Source: an optimization exercise on an open RTL-to-GDS flow (aim: small area). Production flows keep margins and buffers that such runs may drop.
The RTL was checked by simulation tests, not by an equivalence proof against the original design.
Power is estimated from default activity; no workload was simulated.

Setup of wip/delta:
// cpu_top
module cpu_top (
    input  logic        clk,
    input  logic        reset,
    input  logic        i_imem_we,
    input  logic [3:0]  i_imem_addr,
    input  logic [15:0] i_imem_data,
    input  logic        i_hazard,
    input  logic        i_flush_req,
    input  logic        i_lock_req,
    input  logic        i_unlock_req,
    input  logic        i_auth_valid,
    output logic [3:0]  o_pc,
    output logic [1:0]  o_state,
    output logic        o_wb_valid,
    output logic [2:0]  o_wb_addr,
    output logic [3:0]  o_wb_data
);
Size: ~340 flip-flops, about 42 I/O pins, about 14000 um2 of cells after synthesis.
export LEC_CHECK = 0
export CAP_MARGIN = 0
export CORE_MARGIN = 2
export CORE_UTILIZATION = 40
export SLEW_MARGIN = 0
create_clock -name core_clock -period 5.0 [get_ports {clk}]
standard.sh (not shown) runs the stock make flow with config.mk's settings and CLKGATE_MAP_FILE= SYNTH_SCRIPT=/design/flow/synth_recipe.tcl, a recipe that flattens the netlist after the stock synthesis.
==> flow/flow/run.sh <==
#!/bin/bash
# The standard layout (standard.sh), with three changes:
#  - synthesis maps logic with an area-oriented abc script (flow/synth.tcl);
#  - ports are buffered with the smallest buffer;
#  - the clock tree uses small buffers and no dummy loads.
# The whole run's output goes to flow_run.log here, each tool's to orfs/logs.
set -euo pipefail
export FLOW_WORK_DIR=$PWD
export FLOW_FLOW_DIR=$PWD/flow
export BUFFER_PORTS_ARGS="-buffer_cell sky130_fd_sc_hd__buf_1"
export CTS_ARGS="-sink_clustering_enable -repair_clock_nets -dont_use_dummy_load -buf_list sky130_fd_sc_hd__clkbuf_4 -sink_clustering_size 8 -sink_clustering_max_diameter 50"
sed "s#SYNTH_SCRIPT=[^ ]*#SYNTH_SCRIPT=$PWD/flow/synth.tcl#" standard.sh > my_standard.sh
grep -q "SYNTH_SCRIPT=$PWD/flow/synth.tcl" my_standard.sh
bash my_standard.sh > flow_run.log 2>&1
mkdir -p logs
cp -r orfs/logs/. logs/ 2>/dev/null || true
==> flow/flow/area.abc <==
strash
&get -n
&synch2
&syn2
&synch2
&put
dch -f
amap -F 3 -A 8
topo
==> flow/flow/synth.tcl <==
# The standard flow's synthesis script unchanged, with abc's mapping script replaced by
# an area-oriented one (flow/area.abc). abc maps only combinational logic.
proc abc {args} {
  set i [lsearch $args -script]
  if {$i >= 0} { lset args [expr {$i + 1}] $::env(FLOW_FLOW_DIR)/area.abc }
  yosys abc {*}$args
}
source $::env(FLOW_WORK_DIR)/synth_recipe.tcl
wip/delta finished every step from synthesis to the final layout, and the layout passed the timing, DRC and antenna checks.
### wip/delta -> wip/onyx
- swapping 0 for 20 in SLEW_MARGIN
- swapping 0 for 20 in CAP_MARGIN
-- flow/flow/run.sh --
<<< wip/delta, line 9
export FLOW_FLOW_DIR=$PWD/flow
export BUFFER_PORTS_ARGS="-buffer_cell sky130_fd_sc_hd__buf_1"
>>> wip/onyx, line 9
export FLOW_FLOW_DIR=$PWD/flow
export GPL_KEEP_OVERFLOW=0
export BUFFER_PORTS_ARGS="-buffer_cell sky130_fd_sc_hd__buf_1"
### Flow results
wip/onyx completed every stage of the flow, and the final layout passed the timing, DRC and antenna checks. Compared with wip/delta, in wip/onyx global-route usage went down by 0.41 points, highest net fanout along the worst path now smaller. Of the two values seen for path category of the worst min-delay check, flop to flop was produced by wip/delta and primary input to asynchronous set/reset pin by wip/onyx. Compared to wip/delta, the router laid down less metal wire for wip/onyx. Time the worst path needs with I/O delays and setup: wip/onyx vs wip/delta up 0.11 ns. Across both runs, average vias per placed instance was higher for wip/onyx than for wip/delta. After synthesis and placement, the instance count of wip/onyx is below that of wip/delta. Per the comparison of wip/onyx with wip/delta, worst setup slack before clock tree synthesis decreased by 1.24 ns relative to the old numbers, final area closely matched the old numbers. Between wip/onyx and wip/delta, it is wip/onyx whose quantity of gates resized following cts is higher, by 4. Number of buffers inserted to repair setup after CTS (lower): wip/delta. Compared with wip/delta, wip/onyx improves maximum resistive drop on vdd.
What wip/amber does differently from wip/onyx at the input level:
-- flow/flow/run.sh --
<<< wip/onyx, line 9
export FLOW_FLOW_DIR=$PWD/flow
export GPL_KEEP_OVERFLOW=0
export BUFFER_PORTS_ARGS="-buffer_cell sky130_fd_sc_hd__buf_1"
>>> wip/amber, line 9
export FLOW_FLOW_DIR=$PWD/flow
export BUFFER_PORTS_ARGS="-buffer_cell sky130_fd_sc_hd__buf_1"
[summary]
- wip/amber vs wip/onyx, critical path startpoint: i_exec.ex_mem_result[1]$_DFFE_PP_ vs i_exec.ex_mem_result[2]$_DFFE_PP_
- wip/amber against wip/onyx: number of inverters outside the clock class in the layout did not really move, non-clock buffer count went up by 29, first-iteration DRC count now larger.
- Compared to wip/onyx, wip/amber has met2 usage 0.49 points higher.
- wip/amber ends up with a number of instances resized during post-cts repair that is 4 lower than in wip/onyx.
- Compared with wip/onyx, wip/amber shows net switching power that has gone down slightly.
- Between wip/onyx and wip/amber, the area added between synthesis and finish figures differ only marginally.
- wip/onyx and wip/amber ended up with roughly the same sequential power.
- Between wip/onyx and wip/amber, the flow reports first-pass GRT wire length increasing by a few percent.
The following lists how wip/violet was set up differently from wip/amber:
==> flow/flow/area.abc <==
strash
&get -n
&synch2
&syn2
&synch2
&put
dch -f
amap
topo
Notes after the runs:
On routed via count, wip/violet and wip/amber are neck and neck.
Cell leakage power: wip/violet worse than wip/amber
Compared with wip/amber, wip/violet shows power density of the placed cells lower by 2.2%.
wip/violet: net count reported at finish higher than wip/amber

[afterwards: timing with drivers on the ports]
How much do the figures lean on ideal ports? The routed layouts below were timed once more, with nothing changed but the port constraints.
Step 1 (the two cells are an assumption about what drives the block):
set clk [get_ports {clk}]
set_driving_cell -lib_cell sky130_fd_sc_hd__clkbuf_16 $clk
set_driving_cell -lib_cell sky130_fd_sc_hd__buf_2 [delete_from_list [all_inputs] $clk]
Step 2, shift: input delay + t, output delay - t, t = (earliest + latest rising clock arrival at the registers) / 2. This alone moves slack from input paths to output paths.
Slacks: ideal / step 1 / step 2; pairs: ideal / step 1.
| run | t, ns | setup slack, ns | worst setup path after step 2 | latest minus earliest clock arrival (ns) |
|---|---|---|---|---|
| wip/delta | 0.723 | 0.532 / 0.532 / 0.532 | register to register | 0.100 / 0.100 |
| wip/onyx | 0.744 | 0.418 / 0.418 / 0.418 | register to register | 0.082 / 0.081 |
| wip/amber | 0.731 | 0.530 / 0.530 / 0.530 | register to register | 0.116 / 0.116 |
| wip/violet | 0.742 | 0.558 / 0.558 / 0.558 | register to register | 0.057 / 0.057 |
After both steps every run listed still meets setup and hold.
